From an optimization exercise on the open Yosys and OpenROAD flow, aimed at small area, a short achievable clock period and few clock cycles; shortcuts taken in it are not production practice. At most, simulation tests tie the RTL to the original design; equivalence was not proved. No activity file was given, so power comes from the tool's default toggle rates.

==> exp/yarrow <==
==> flow/design.v <==
package lcg_pkg;
	localparam int REG_W = 5;
	localparam int VAL_W = 32;
	localparam int POS_W = 4;
	localparam int NPOS  = 16;
endpackage
module lcg_cell (
	input  logic [15:0] s,
	input  logic [3:0]  p,
	input  logic [3:0]  h,
	input  logic [3:0]  top,      
	output logic [15:0] nxt,
	output logic        has_next,  
	output logic        at_top,
	output logic [3:0]  p_nxt,
	output logic [3:0]  h_nxt
);
	logic [15:0] below, above, le, q;
	logic        q_any;
	logic [3:0]  qhi;
	always_comb begin
		for (int i = 0; i < 16; i++) begin
			below[i] = 4'(i) < p;
			above[i] = 4'(i) > p;
			le[i]    = 4'(i) <= h;
		end
		q   = s & below;
		nxt = q | (above & le);
		q_any = |q;
		qhi = '0;
		for (int i = 0; i < 16; i++) if (q[i]) qhi = 4'(i);
		at_top   = h == top;
		has_next = !(at_top && !q_any);
		p_nxt    = at_top ? qhi : h;
		h_nxt    = at_top ? (h + 4'd1 - p) : (h + 4'd1);
	end
endmodule
module lcg_ram (
	input  logic        clk,
	input  logic        arst_n,
	input  logic        we,       
	input  logic        ws,
	input  logic [31:0] wdata,
	output logic [3:0]  ph,
	input  logic [15:0] rsel,
	output logic [31:0] rdata
);
	logic [31:0] ring_q [16];
	logic [3:0]  ph_q;
	assign ph = ph_q;
	always_ff @(posedge clk or negedge arst_n) begin
		if (!arst_n) ph_q <= '0;
		else         ph_q <= ph_q + 4'd1;
	end
	always_ff @(posedge clk) begin
		for (int s = 0; s < 16; s++) begin
			if (s == 0 && we && !ws)      ring_q[s] <= wdata;
			else if (s == 8 && we && ws)  ring_q[s] <= wdata;
			else                          ring_q[s] <= ring_q[(s + 1) % 16];
		end
	end
	always_comb begin
		rdata = '0;
		for (int s = 0; s < 16; s++) rdata = rdata | (ring_q[s] & {32{rsel[s]}});
	end
endmodule
module lex_combination_generator_top
#(
	parameter int MAX_LIST   = 16,
	parameter int MAX_CHOOSE = 16
) (
	input  logic               clk,
	input  logic               arst_n,
	input  logic               psel,
	input  logic               penable,
	input  logic               pwrite,
	input  logic [2:0]         paddr,
	input  logic [31:0]        pwdata,
	output logic [31:0]        prdata,
	output logic               pready,
	input  logic               in_valid,
	output logic               in_stall,
	input  logic               command,
	input  logic [3:0]         load_index,
	input  logic signed [31:0] load_value,
	output logic               out_valid,
	input  logic               out_stall,
	output logic signed [31:0] elem_value,
	output logic [3:0]         elem_position,
	output logic               found,
	output logic               empty_comb,
	output logic               last
);
	logic [4:0]  n_q, k_q;
	logic [4:0]  n_eff, k_eff, wk_eff;
	logic [3:0]  n_top;
	logic [15:0] kth, wr_kth;
	logic        k_gt_n, k_zero, k_eq_n;
	logic        started_q, exh_q, has_q, fix_q;
	logic        busy_q, jsp_q, jf_q;
	logic [15:0] jm_q, nm_q;
	logic [3:0]  p_q, h_q;
	logic        ov_q, shown_q;
	logic [15:0] sel_q;
	logic [3:0]  pos_q;
	logic        fnd_q, emp_q, last_q;
	logic        cfg_wr, acc_ld, acc_nx, ol, normal, jm_ge2, spec_f, emit_n;
	logic        ld_ok, busy_d, ov_d;
	logic [3:0]  wd;
	logic [15:0] low, rest, succ;
	logic        succ_has, succ_top;
	logic [3:0]  succ_p, succ_h;
	logic [31:0] rd_val;
	logic [3:0]  rd_pos, ph, slot;
	assign n_eff  = (n_q > 5'd16) ? 5'd16 : n_q;
	assign k_eff  = (k_q > 5'd16) ? 5'd16 : k_q;
	assign wk_eff = (pwdata[4:0] > 5'd16) ? 5'd16 : pwdata[4:0];
	assign n_top  = 4'(n_eff - 5'd1);
	assign k_gt_n = k_eff > n_eff;
	assign k_eq_n = k_eff == n_eff;
	assign k_zero = k_q == 5'd0;
	always_comb begin
		for (int i = 0; i < 16; i++) begin
			kth[i]    = 5'(i) < k_q;
			wr_kth[i] = 5'(i) < pwdata[4:0];
		end
	end
	assign pready = 1'b1;
	assign prdata = {27'd0, paddr[2] ? k_q : n_q};
	assign cfg_wr = psel & penable & pwrite;
	assign wd     = load_index - ph - 4'd1;
	assign ld_ok  = (wd[2:0] == 3'd0) & ~(ov_q & (wd[3] ? sel_q[9] : sel_q[1]));
	assign in_stall = busy_q | (~command & ~ld_ok);
	assign acc_ld = in_valid & ~command & ~busy_q & ld_ok;
	assign acc_nx = in_valid & command & ~busy_q;
	assign ol     = ~ov_q | ~out_stall;
	assign normal = ~exh_q & (started_q | (~k_gt_n & ~k_zero));
	assign spec_f = ~exh_q & ~started_q & k_zero;
	always_comb begin
		logic seen;
		seen = 1'b0;
		for (int i = 0; i < 16; i++) begin
			low[i] = jm_q[i] & ~seen;
			seen   = seen | jm_q[i];
		end
	end
	assign rest   = jm_q & ~low;
	assign jm_ge2 = |rest;
	always_comb begin
		rd_pos = '0;
		for (int i = 0; i < 16; i++) if (low[i]) rd_pos = rd_pos | 4'(i);
	end
	lcg_cell u_succ (
		.s        (jm_q),
		.p        (p_q),
		.h        (h_q),
		.top      (n_top),
		.nxt      (succ),
		.has_next (succ_has),
		.at_top   (succ_top),
		.p_nxt    (succ_p),
		.h_nxt    (succ_h)
	);
	lcg_ram u_list (
		.clk    (clk),
		.arst_n (arst_n),
		.we     (acc_ld),
		.ws     (wd[3]),
		.wdata  (load_value),
		.ph     (ph),
		.rsel   (sel_q),
		.rdata  (rd_val)
	);
	assign slot   = rd_pos + ~ph;
	assign emit_n = busy_q ? ~jsp_q : (acc_nx & normal);
	assign ov_d = ol ? (busy_q | acc_nx) : ov_q;
	always_comb begin
		busy_d = busy_q;
		if (busy_q) begin
			if (ol && (jsp_q || !jm_ge2)) busy_d = 1'b0;
		end else if (acc_nx) begin
			busy_d = normal ? (~ol | jm_ge2) : ~ol;
		end
	end
	always_ff @(posedge clk or negedge arst_n) begin
		if (!arst_n) begin
			ov_q    <= 1'b0;
			busy_q  <= 1'b0;
		end else begin
			ov_q    <= ov_d;
			busy_q  <= busy_d;
		end
	end
	always_ff @(posedge clk) begin
		if (ol) begin
			sel_q   <= emit_n ? (16'd1 << slot) : 16'd0;
			shown_q <= emit_n;
			pos_q   <= emit_n ? rd_pos : 4'd0;
			fnd_q   <= emit_n | (busy_q ? jf_q : spec_f);
			emp_q   <= ~emit_n & (busy_q ? jf_q : spec_f);
			last_q  <= ~emit_n | ~jm_ge2;
		end else begin
			sel_q <= {sel_q[0], sel_q[15:1]};
		end
	end
	always_ff @(posedge clk or negedge arst_n) begin
		if (!arst_n) begin
			n_q       <= '0;
			k_q       <= '0;
			started_q <= 1'b0;
			exh_q     <= 1'b0;
			jsp_q     <= 1'b0;
			fix_q     <= 1'b0;
		end else begin
			fix_q <= 1'b0;
			if (cfg_wr) begin
				if (paddr[2]) k_q <= pwdata[4:0];
				else          n_q <= pwdata[4:0];
				started_q <= 1'b0;
				exh_q     <= 1'b0;
			end
			if (busy_q) begin
				if (ol && jsp_q) jsp_q <= 1'b0;
			end else if (acc_ld) begin
				started_q <= 1'b0;
				exh_q     <= 1'b0;
			end else if (acc_nx) begin
				started_q <= 1'b1;
				exh_q     <= ~normal | (started_q ? ~has_q : k_eq_n);
				if (normal) begin
					fix_q <= succ_top;
				end else begin
					jsp_q <= ~ol;
				end
			end
		end
	end
	always_ff @(posedge clk) begin
		if (!busy_q && acc_nx) begin
			jf_q  <= spec_f;
			nm_q  <= succ;
			has_q <= succ_has;
		end
		if (cfg_wr) begin
			jm_q <= paddr[2] ? wr_kth : kth;
		end else if (busy_q) begin
			if (ol && !jsp_q) jm_q <= jm_ge2 ? rest : nm_q;
		end else if (acc_ld) begin
			jm_q <= kth;
		end else if (acc_nx && normal && ol) begin
			jm_q <= jm_ge2 ? rest : {jm_q[14:0], 1'b0};
		end
		if (cfg_wr) begin
			p_q <= 4'(paddr[2] ? wk_eff - 5'd1 : k_eff - 5'd1);
			h_q <= 4'(paddr[2] ? wk_eff : k_eff);
		end else if (!busy_q && acc_ld) begin
			p_q <= 4'(k_eff - 5'd1);
			h_q <= 4'(k_eff);
		end else if (!busy_q && acc_nx && normal) begin
			p_q <= succ_p;
			h_q <= succ_h;
		end else if (fix_q) begin
			h_q <= h_q + p_q;
		end
	end
	assign out_valid     = ov_q;
	assign elem_value    = rd_val;
	assign elem_position = pos_q;
	assign found         = fnd_q;
	assign empty_comb    = emp_q;
	assign last          = last_q;
endmodule
==> flow/flow/run.sh <==
#!/bin/bash
# The standard layout, except that the clock tree is built from clkbuf_8 cells and
# without dummy load cells. Each tool's output goes to the ORFS logs under orfs/logs/; the
# make output goes to standard.log here.
set -euo pipefail
export CTS_ARGS="-sink_clustering_enable -repair_clock_nets -dont_use_dummy_load -buf_list sky130_fd_sc_hd__clkbuf_4"
bash standard.sh > standard.log 2>&1
==> flow/standard.sh <==
#!/bin/bash
# synth_recipe.tcl (not shown) runs the flow's synth.tcl, then flattens the netlist and writes it again
# the make line also repeats each setting of config.mk as NAME=value (left out here)
make -C /OpenROAD-flow-scripts/flow DESIGN_CONFIG=/design/flow/config.mk WORK_HOME=/design/flow/orfs CLKGATE_MAP_FILE= SYNTH_SCRIPT=/design/flow/synth_recipe.tcl "${@:-finish}"
==> flow/config.mk <==
export PLATFORM = sky130hd
export DESIGN_NAME = lex_combination_generator_top
export DESIGN_NICKNAME = lex_combination_generator_top
export VERILOG_FILES = /design/flow/design.v
export SDC_FILE = /design/flow/constraint.sdc
export NUM_CORES = 4
export LEC_CHECK = 0
export CAP_MARGIN = 20
export CORE_MARGIN = 2
export CORE_UTILIZATION = 55
export SETUP_SLACK_MARGIN = 2.7
export SLEW_MARGIN = 20
==> flow/constraint.sdc <==
create_clock -name core_clock -period 6.0 [get_ports {clk}]
set_input_delay 1.2000 -clock core_clock [delete_from_list [all_inputs] [get_ports {clk}]]
set_output_delay 1.2000 -clock core_clock [all_outputs]
set_load 0.01 [all_outputs]
==> exp/xenon: changes against exp/yarrow <==
--- a/flow/design.v
+++ b/flow/design.v
@@ -99,3 +99,3 @@
 	logic        started_q, exh_q, has_q, fix_q;
-	logic        busy_q, jsp_q, jf_q;
+	logic        busy_q, jsp_q, jf_q, stall_q;
 	logic [15:0] jm_q, nm_q;
@@ -106,5 +106,8 @@
 	logic        fnd_q, emp_q, last_q;
-	logic        cfg_wr, acc_ld, acc_nx, ol, normal, jm_ge2, spec_f, emit_n;
-	logic        ld_ok, busy_d, ov_d;
-	logic [3:0]  wd;
+	logic        wp_q;
+	logic [3:0]  wd_q;
+	logic [31:0] wdat_q;
+	logic        cfg_wr, acc, acc_ld, acc_nx, ol, normal, jm_ge2, spec_f, emit_n;
+	logic        wr_now, busy_d, wp_d, ov_d;
+	logic [3:0]  wd_d;
 	logic [15:0] low, rest, succ;
@@ -130,7 +133,5 @@
 	assign cfg_wr = psel & penable & pwrite;
-	assign wd     = load_index - ph - 4'd1;
-	assign ld_ok  = (wd[2:0] == 3'd0) & ~(ov_q & (wd[3] ? sel_q[9] : sel_q[1]));
-	assign in_stall = busy_q | (~command & ~ld_ok);
-	assign acc_ld = in_valid & ~command & ~busy_q & ld_ok;
-	assign acc_nx = in_valid & command & ~busy_q;
+	assign acc    = in_valid & ~stall_q;
+	assign acc_ld = acc & ~command;
+	assign acc_nx = acc & command;
 	assign ol     = ~ov_q | ~out_stall;
@@ -163,2 +164,3 @@
 	);
+	assign wr_now = wp_q & (wd_q[2:0] == 3'd0) & ~ov_q;
 	lcg_ram u_list (
@@ -166,5 +168,5 @@
 		.arst_n (arst_n),
-		.we     (acc_ld),
-		.ws     (wd[3]),
-		.wdata  (load_value),
+		.we     (wr_now),
+		.ws     (wd_q[3]),
+		.wdata  (wdat_q),
 		.ph     (ph),
@@ -175,2 +177,4 @@
 	assign emit_n = busy_q ? ~jsp_q : (acc_nx & normal);
+	assign wp_d = acc_ld | (wp_q & ~wr_now);
+	assign wd_d = acc_ld ? (load_index - ph - 4'd2) : (wd_q - 4'd1);
 	assign ov_d = ol ? (busy_q | acc_nx) : ov_q;
@@ -188,2 +192,4 @@
 			busy_q  <= 1'b0;
+			stall_q <= 1'b0;
+			wp_q    <= 1'b0;
 		end else begin
@@ -191,2 +197,4 @@
 			busy_q  <= busy_d;
+			wp_q    <= wp_d;
+			stall_q <= busy_d | (wp_d & ~((wd_d[2:0] == 3'd0) & ~ov_d));
 		end
@@ -204,2 +212,4 @@
 		end
+		wd_q <= wd_d;
+		if (acc_ld) wdat_q <= load_value;
 	end
@@ -265,2 +275,3 @@
 	end
+	assign in_stall      = stall_q;
 	assign out_valid     = ov_q;
==> flow/run.sh (new file) <==
#!/bin/bash
# synth_recipe.tcl (not shown) runs the flow's synth.tcl, then flattens the netlist and writes it again
# the make line also repeats each setting of config.mk as NAME=value (left out here)
make -C /OpenROAD-flow-scripts/flow DESIGN_CONFIG=/design/flow/config.mk WORK_HOME=/design/flow/orfs CLKGATE_MAP_FILE= SYNTH_SCRIPT=/design/flow/synth_recipe.tcl finish
SETUP_SLACK_MARGIN = 3.3   (was 2.7)
removed: flow/flow/run.sh
removed: flow/standard.sh
==> exp/umber: changes against exp/yarrow <==
--- a/flow/design.v
+++ b/flow/design.v
@@ -51,3 +51,3 @@
 	always_ff @(posedge clk or negedge arst_n) begin
-		if (!arst_n) ph_q <= '0;
+		if (!arst_n) ph_q <= 4'd1;
 		else         ph_q <= ph_q + 4'd1;
@@ -130,4 +130,4 @@
 	assign cfg_wr = psel & penable & pwrite;
-	assign wd     = load_index - ph - 4'd1;
-	assign ld_ok  = (wd[2:0] == 3'd0) & ~(ov_q & (wd[3] ? sel_q[9] : sel_q[1]));
+	assign wd     = {load_index[3] ^ ph[3], 3'd0};
+	assign ld_ok  = (load_index[2:0] == ph[2:0]) & ~(ov_q & (sel_q[9] | sel_q[1]));
 	assign in_stall = busy_q | (~command & ~ld_ok);
@@ -173,3 +173,3 @@
 	);
-	assign slot   = rd_pos + ~ph;
+	assign slot   = rd_pos - ph;
 	assign emit_n = busy_q ? ~jsp_q : (acc_nx & normal);
==> flow/flow/run.sh (replaced) <==
#!/bin/bash
# The standard layout, except that the clock tree is built from clkbuf_8 cells and
# without dummy load cells, and the ports are buffered with buf_1 cells. Each tool's output
# goes to the ORFS logs under orfs/logs/; the make output goes to standard.log here.
set -euo pipefail
export CTS_ARGS="-sink_clustering_enable -repair_clock_nets -dont_use_dummy_load -buf_list sky130_fd_sc_hd__clkbuf_8"
export BUFFER_PORTS_ARGS="-buffer_cell sky130_fd_sc_hd__buf_1"
bash standard.sh > standard.log 2>&1
SETUP_SLACK_MARGIN = 2.8   (was 2.7)
==> run notes <==
| metric | exp/umber | exp/xenon | exp/yarrow |
|---|---|---|---|
| Status | timing/DRC/antenna clean | timing/DRC/antenna clean | timing/DRC/antenna clean |
| Clock latency of the later-clocked register in the worst-skew pair | 0.66 ns | 0.63 ns | 0.82 ns |
| Number of instances in the synthesized netlist | 1,659 | 1,717 | 1,686 |
| Areal power density over the cells | 335 nW/um2 | 370 nW/um2 | 317 nW/um2 |
| Reported clock group power | 2.75 mW | 3.76 mW | 2.53 mW |
| Crit path launch | sel_q[0]$_DFF_P_ | sel_q[5]$_DFF_P_ | load_index[2] |
| FFs w/ async S/R, synth | 3.35% | 3.46% | 3.35% |
| Final cell utilization of the core | 67.4% | 73.7% | 70.4% |
| Total of clock buffers placed in the layout | 93 | 89 | 150 |
| Compound-Gate Fraction of Synth Area | 19.1% | 17.9% | 18.8% |
| Share of cell area taken by multi-input logic gates | 30.9% | 28.7% | 30.8% |
| # diodes | 1 | 0 | 1 |
| Initial antenna violation count | 1 | 0 | 2 |
| Die width | 194 um | 200 um | 195 um |
| Sequential cell area | 12,600 um2 | 13,700 um2 | 12,600 um2 |
| DP Wirelength | 31,600 um | 33,000 um | 32,200 um |
| Vias in the first global route | 14,500 | 15,500 | 15,600 |
| Post-synth EDFFs | 49 | 81 | 49 |
| Die ar. | 37,800 um2 | 40,200 um2 | 38,100 um2 |
| Highest cell delay on the worst timing path | 0.41 ns | 0.40 ns | 0.29 ns |
| Minimum setup slack among reg-to-reg paths | 2.83 ns | 2.87 ns | 2.74 ns |
| Capture point of the worst reg-to-reg path | jm_q[5]$_DFFE_PP_ | sel_q[12]$_DFF_P_ | jm_q[5]$_DFFE_PP_ |
Testbench counts of exp/xenon, summed over its fixed seeds: cycles 16,772.
Testbench counts of exp/umber, summed over its fixed seeds: cycles 17,050.
The RTL of exp/yarrow was laid out without a check of its function.

[static timing again, ports no longer ideal]
The results above use ideal ports. As a check the final layouts listed here were re-extracted and re-timed, cells and wires unchanged. Step 1 sets driving cells, clkbuf_16 on the clock port and buf_2 on the other inputs (assumed; they add their load-dependent delay and slew). Step 2 also shifts input and output timing later by t, the mid clock arrival at the registers, as if the neighbouring blocks saw the same clock. a / b / c = no drivers / after step 1 / after step 2; a / b = the first two.
run	t, ns	setup WS [ns]	hold WS [ns]	worst setup path after step 2	clock arrival spread, ns
exp/yarrow	0.825	2.329 / 2.308 / 1.953	0.271 / 0.271 / 0.271	input to register	0.104 / 0.104
exp/xenon	0.673	2.719 / 2.661 / 2.668	0.343 / 0.343 / 0.343	input to register	0.029 / 0.029
exp/umber	0.678	2.793 / 2.738 / 2.369	0.315 / 0.315 / 0.315	input to register	0.074 / 0.074
After both steps every run listed still meets setup and hold. The setup slack of exp/umber, which loses most, moves by -0.055 ns with the drivers and by -0.424 ns with both steps.
